Background: an optimization exercise with open tools, aiming at small area, a short achievable clock period and few clock cycles. Do not read the settings as production practice.
Where RTL was checked, it was by simulation tests only, not by an equivalence proof against the original.
Power figures rest on the tool's default switching activity, not on a simulated workload.

==> flow/design.v <==
package fcrla_pkg;
	localparam int MAX_SAMPLES = 4096;
	localparam int SAMPLE_BITS = 16;
	localparam int LANES    = 4;
	localparam int AVG_W    = 16;
	localparam int COUNT_W  = 13;
	localparam int TIME_W   = 32;
	localparam int IVAL_W   = 16;
	localparam int TALLY_W  = $clog2(MAX_SAMPLES + 1);          
	localparam int TRIPLE_W = TALLY_W + 1;                      
	localparam int SUM_W    = SAMPLE_BITS + $clog2(MAX_SAMPLES);  
	localparam int REM_W    = SUM_W - AVG_W;                    
	localparam int STEPS    = AVG_W / 2;                        
	localparam int CNT_W    = $clog2(STEPS);
	localparam int IN_W     = 104;
	localparam int OUT_W    = 80;
	localparam logic [IVAL_W-1:0] EMIT_INTERVAL_RESET = IVAL_W'(1000);
endpackage
module fcrla_lane (
	input  logic                              clk,
	input  logic                              acc_zero,  
	input  logic                              add,
	input  logic [fcrla_pkg::SAMPLE_BITS-1:0] sample,
	input  logic                              follow,    
	input  logic                              step,
	input  logic [fcrla_pkg::TALLY_W-1:0]     d1,        
	input  logic [fcrla_pkg::TRIPLE_W-1:0]    d3,        
	output logic [fcrla_pkg::AVG_W-1:0]       avg
);
	localparam int SW = fcrla_pkg::SUM_W;
	localparam int RW = fcrla_pkg::REM_W;
	localparam int AW = fcrla_pkg::AVG_W;
	logic [SW-1:0]   acc_q;
	logic [SW-1:0]   acc_sum;
	logic [SW-1:0]   acc_d;
	logic [SW-1:0]   div_q;
	logic [RW+1:0]   r4;
	logic [RW+2:0]   s1, s2, s3;
	logic [RW-1:0]   rem;
	logic [1:0]      qd;
	assign acc_sum = acc_q + SW'(sample);
	always_comb begin
		unique case ({acc_zero, add})
			2'b00: acc_d = acc_q;
			2'b01: acc_d = acc_sum;
			2'b10: acc_d = '0;
			2'b11: acc_d = SW'(sample);
		endcase
	end
	always_ff @(posedge clk) begin
		acc_q <= acc_d;
	end
	assign r4 = div_q[SW-1:AW-2];
	assign s1 = {1'b0, r4} - (RW+3)'(d1);
	assign s2 = {1'b0, r4} - (RW+3)'({d1, 1'b0});
	assign s3 = {1'b0, r4} - (RW+3)'(d3);
	always_comb begin
		if (!s3[RW+2]) begin
			qd  = 2'd3;
			rem = s3[RW-1:0];
		end else if (!s2[RW+2]) begin
			qd  = 2'd2;
			rem = s2[RW-1:0];
		end else if (!s1[RW+2]) begin
			qd  = 2'd1;
			rem = s1[RW-1:0];
		end else begin
			qd  = 2'd0;
			rem = r4[RW-1:0];
		end
	end
	always_ff @(posedge clk) begin
		if (follow) begin
			div_q <= acc_d;
		end else if (step) begin
			div_q <= {rem, div_q[AW-3:0], qd};
		end
	end
	assign avg = div_q[AW-1:0];
endmodule
module four_channel_rate_limited_averager_top (
	input  logic                          clk,
	input  logic                          arst_n,
	input  logic                          s_tvalid,
	output logic                          s_tready,
	input  logic [fcrla_pkg::IN_W-1:0]    s_tdata,
	input  logic [1:0]                    s_tuser,
	output logic                          m_tvalid,
	input  logic                          m_tready,
	output logic [fcrla_pkg::OUT_W-1:0]   m_tdata,
	input  logic                          cfg_we,
	input  logic [fcrla_pkg::IVAL_W-1:0]  cfg_data
);
	localparam int TW = fcrla_pkg::TALLY_W;
	localparam int XW = fcrla_pkg::TRIPLE_W;
	localparam int HW = fcrla_pkg::TIME_W / 2;
	logic [fcrla_pkg::IVAL_W-1:0] ival_q;
	logic                         cfgd_q;    
	logic                         stream_q;
	logic [2*HW-1:0]              last_q;
	logic [HW:0]                  end_q;     
	logic [TW-1:0]                tally_q;
	logic [XW-1:0]                triple_q;  
	logic                         ready_q;
	logic                         pend_q;    
	logic                         busy_q;    
	logic                         valid_q;   
	logic [fcrla_pkg::CNT_W-1:0]  cnt_q;
	logic [TW-1:0]                count_q;   
	logic [XW-1:0]                count3_q;
	logic                         accept;
	logic                         start;
	logic                         smp;
	logic [HW-1:0]                now_lo, now_hi, last_hi1;
	logic                         borrow;
	logic                         lt_end;
	logic                         in_window;
	logic                         hi_zero;
	logic                         emit;
	logic                         div_free;
	logic                         load;
	logic                         zero;
	logic                         add;
	logic                         done;
	logic                         busy_d, valid_d, pend_d, free_d;
	logic [TW-1:0]                tally_d;
	logic [XW-1:0]                triple_d;
	logic [HW:0]                  end_sum;
	logic [fcrla_pkg::AVG_W-1:0]  avg [fcrla_pkg::LANES];
	assign now_lo   = s_tdata[1 +: HW];
	assign now_hi   = s_tdata[1 + HW +: HW];
	assign div_free = !busy_q && !valid_q;
	assign load     = pend_q && div_free;
	assign s_tready = ready_q;
	assign accept   = s_tvalid && ready_q;
	assign start    = accept && (s_tuser == 2'd1);
	assign smp      = accept && (s_tuser == 2'd0) && stream_q && s_tdata[0];
	assign zero     = load || start;
	assign add      = smp && (zero || !tally_q[TW-1]);
	assign tally_d  = (zero ? '0 : tally_q) + TW'(add);
	assign triple_d = (zero ? '0 : triple_q) + (add ? XW'(3) : '0);
	assign last_hi1  = last_q[2*HW-1:HW] + HW'(1);
	assign borrow    = now_lo < last_q[HW-1:0];
	assign lt_end    = now_lo < end_q[HW-1:0];
	assign in_window = end_q[HW] ? (!borrow || lt_end) : (!borrow && lt_end);
	assign hi_zero   = borrow ? (now_hi == last_hi1) : (now_hi == last_q[2*HW-1:HW]);
	assign emit      = smp && hi_zero && in_window ? 1'b0 : smp;
	assign end_sum  = (cfgd_q ? {1'b0, last_q[HW-1:0]} : {1'b0, now_lo}) + (HW+1)'(ival_q);
	assign done    = busy_q && cnt_q == fcrla_pkg::CNT_W'(fcrla_pkg::STEPS - 1);
	assign busy_d  = load || (busy_q && !done);
	assign valid_d = done || (valid_q && !m_tready);
	assign free_d  = !busy_d && !valid_d;
	assign pend_d  = emit || (pend_q && !div_free);
	genvar g;
	generate
		for (g = 0; g < fcrla_pkg::LANES; g++) begin : g_lane
			fcrla_lane u_lane (
				.clk      (clk),
				.acc_zero (zero),
				.add      (add),
				.sample   (s_tdata[33 + 16*g +: fcrla_pkg::SAMPLE_BITS]),
				.follow   (free_d),
				.step     (load || busy_q),
				.d1       (count_q),
				.d3       (count3_q),
				.avg      (avg[g])
			);
		end
	endgenerate
	always_ff @(posedge clk) begin
		tally_q  <= tally_d;
		triple_q <= triple_d;
		if (free_d) begin
			count_q  <= tally_d;
			count3_q <= triple_d;
		end
		if (load) begin
			cnt_q <= fcrla_pkg::CNT_W'(1);
		end else if (busy_q) begin
			cnt_q <= cnt_q + fcrla_pkg::CNT_W'(1);
		end
	end
	always_ff @(posedge clk or negedge arst_n) begin
		if (!arst_n) begin
			ival_q <= fcrla_pkg::EMIT_INTERVAL_RESET;
			cfgd_q <= 1'b0;
		end else begin
			cfgd_q <= cfg_we;
			if (cfg_we) begin
				ival_q <= cfg_data;
			end
		end
	end
	always_ff @(posedge clk or negedge arst_n) begin
		if (!arst_n) begin
			stream_q <= 1'b0;
		end else if (accept && s_tuser == 2'd1) begin
			stream_q <= 1'b1;
		end else if (accept && s_tuser == 2'd2) begin
			stream_q <= 1'b0;
		end
	end
	always_ff @(posedge clk or negedge arst_n) begin
		if (!arst_n) begin
			last_q <= '0;
			end_q  <= (HW+1)'(fcrla_pkg::EMIT_INTERVAL_RESET);
		end else begin
			if (emit) begin
				last_q <= {now_hi, now_lo};
			end
			if (emit || cfgd_q) begin
				end_q <= end_sum;
			end
		end
	end
	always_ff @(posedge clk or negedge arst_n) begin
		if (!arst_n) begin
			ready_q <= 1'b1;
			pend_q  <= 1'b0;
			busy_q  <= 1'b0;
			valid_q <= 1'b0;
		end else begin
			ready_q <= !cfg_we && !(pend_d && !free_d);
			pend_q  <= pend_d;
			busy_q  <= busy_d;
			valid_q <= valid_d;
		end
	end
	assign m_tvalid = valid_q;
	assign m_tdata  = {3'b000, count_q, avg[3], avg[2], avg[1], avg[0]};
endmodule
==> flow/config.mk <==
export PLATFORM = sky130hd
export DESIGN_NAME = four_channel_rate_limited_averager_top
export DESIGN_NICKNAME = four_channel_rate_limited_averager_top
export VERILOG_FILES = /design/flow/design.v
export SDC_FILE = /design/flow/constraint.sdc
export NUM_CORES = 4
export LEC_CHECK = 0
export ABC_AREA = 1
export CAP_MARGIN = 20
export CORE_MARGIN = 2
export CORE_UTILIZATION = 40
export CTS_CLUSTER_DIAMETER = 100
export CTS_CLUSTER_SIZE = 24
export SETUP_SLACK_MARGIN = 2.5
export SLEW_MARGIN = 20
==> flow/constraint.sdc <==
create_clock -name core_clock -period 5.5 [get_ports {clk}]
set_input_delay 1.1000 -clock core_clock [delete_from_list [all_inputs] [get_ports {clk}]]
set_output_delay 1.1000 -clock core_clock [all_outputs]
set_load 0.01 [all_outputs]
standard.sh (not shown) runs the stock make flow with config.mk's settings and CLKGATE_MAP_FILE= SYNTH_SCRIPT=/design/flow/synth_recipe.tcl, a recipe that flattens the netlist after the stock synthesis.
==> flow/flow/run.sh <==
#!/bin/bash
# The standard layout (the standard.sh: standard synthesis, floorplan, placement, CTS,
# routing), except that the port buffers placement inserts are plain buffers
# (sky130_fd_sc_hd__buf_1) instead of the delay cell ORFS picks by default. Every input and
# output port still gets its own buffer; resizing may upsize it later.
set -euo pipefail
export BUFFER_PORTS_ARGS="-buffer_cell sky130_fd_sc_hd__buf_1"
bash standard.sh finish > standard.log 2>&1
Testbench counts at the start, summed over its fixed seeds: cycles 15,879.
==> next run, changes <==
--- a/flow/design.v
+++ b/flow/design.v
@@ -121,26 +121,31 @@
 	logic                         load;
 	logic                         zero;
 	logic                         add;
 	logic                         done;
 	logic                         busy_d, valid_d, pend_d, free_d;
-	logic [TW-1:0]                tally_d;
-	logic [XW-1:0]                triple_d;
+	logic [TW-1:0]                tally_d, tally_inc;
+	logic [XW-1:0]                triple_d, triple_inc;
+	logic                         cmd_smp, smp_ok;
 	logic [HW:0]                  end_sum;
 	logic [fcrla_pkg::AVG_W-1:0]  avg [fcrla_pkg::LANES];
 	assign now_lo   = s_tdata[1 +: HW];
 	assign now_hi   = s_tdata[1 + HW +: HW];
 	assign div_free = !busy_q && !valid_q;
 	assign load     = pend_q && div_free;
 	assign s_tready = ready_q;
 	assign accept   = s_tvalid && ready_q;
-	assign start    = accept && (s_tuser == 2'd1);
-	assign smp      = accept && (s_tuser == 2'd0) && stream_q && s_tdata[0];
+	assign cmd_smp  = s_tvalid && (s_tuser == 2'd0) && s_tdata[0];
+	assign smp_ok   = ready_q && stream_q;
+	assign start    = s_tvalid && (s_tuser == 2'd1) && ready_q;
+	assign smp      = cmd_smp && smp_ok;
 	assign zero     = load || start;
-	assign add      = smp && (zero || !tally_q[TW-1]);
-	assign tally_d  = (zero ? '0 : tally_q) + TW'(add);
-	assign triple_d = (zero ? '0 : triple_q) + (add ? XW'(3) : '0);
+	assign add      = cmd_smp && smp_ok && (load || !tally_q[TW-1]);
+	assign tally_inc  = tally_q + TW'(1);
+	assign triple_inc = triple_q + XW'(3);
+	assign tally_d    = zero ? TW'(add) : (add ? tally_inc : tally_q);
+	assign triple_d   = zero ? (add ? XW'(3) : '0) : (add ? triple_inc : triple_q);
 	assign last_hi1  = last_q[2*HW-1:HW] + HW'(1);
 	assign borrow    = now_lo < last_q[HW-1:0];
 	assign lt_end    = now_lo < end_q[HW-1:0];
 	assign in_window = end_q[HW] ? (!borrow || lt_end) : (!borrow && lt_end);
 	assign hi_zero   = borrow ? (now_hi == last_hi1) : (now_hi == last_q[2*HW-1:HW]);
=> Synthesized cell count rose by 1.2%; via count is lower by 0.70%; die area is about the same; maximum frequency rose by 5.3%; global-route usage fell by 0.67 points; sequential power increases by about 3%; worst setup slack gains 160 ps; total power increases by 8.5%; final area went down by 1.4%; flip-flop and latch count stays the same; area after synthesis hardly moves; worst hold slack improves by 72 ps; non-clock buffer count fell by 31; utilization drops by 0.69 points.
Function not checked in the second run of this note: the RTL went through the layout flow alone.

## separate check: timing with driven ports
How much do the figures lean on ideal ports? The routed layouts below were timed once more, with nothing changed but the port constraints.
Step 1 (the two cells are an assumption about what drives the block):
set clk [get_ports {clk}]
set_driving_cell -lib_cell sky130_fd_sc_hd__clkbuf_16 $clk
set_driving_cell -lib_cell sky130_fd_sc_hd__buf_2 [delete_from_list [all_inputs] $clk]
Step 2 times the ports against the registers' clock, not the clock port: input delays grow and output delays shrink by t, the midpoint of the rising clock arrivals with the driver on.
Slacks: no drivers / after step 1 / after step 2; pairs: no drivers / after step 1.
run | t, ns | setup WS [ns] | worst setup path at the end | clock arrival spread, ns | pins driven straight from the clock port
the first run | 0.630 | 2.373 / 2.405 / 1.782 | input to register | 0.020 / 0.020 | 1
the second run | 0.652 | 2.530 / 2.530 / 1.913 | input to register | 0.022 / 0.022 | 1
After both steps every run listed still meets setup and hold. For the second run, which loses most, drivers alone change the setup slack by 0.000 ns; drivers and shift together by -0.617 ns.
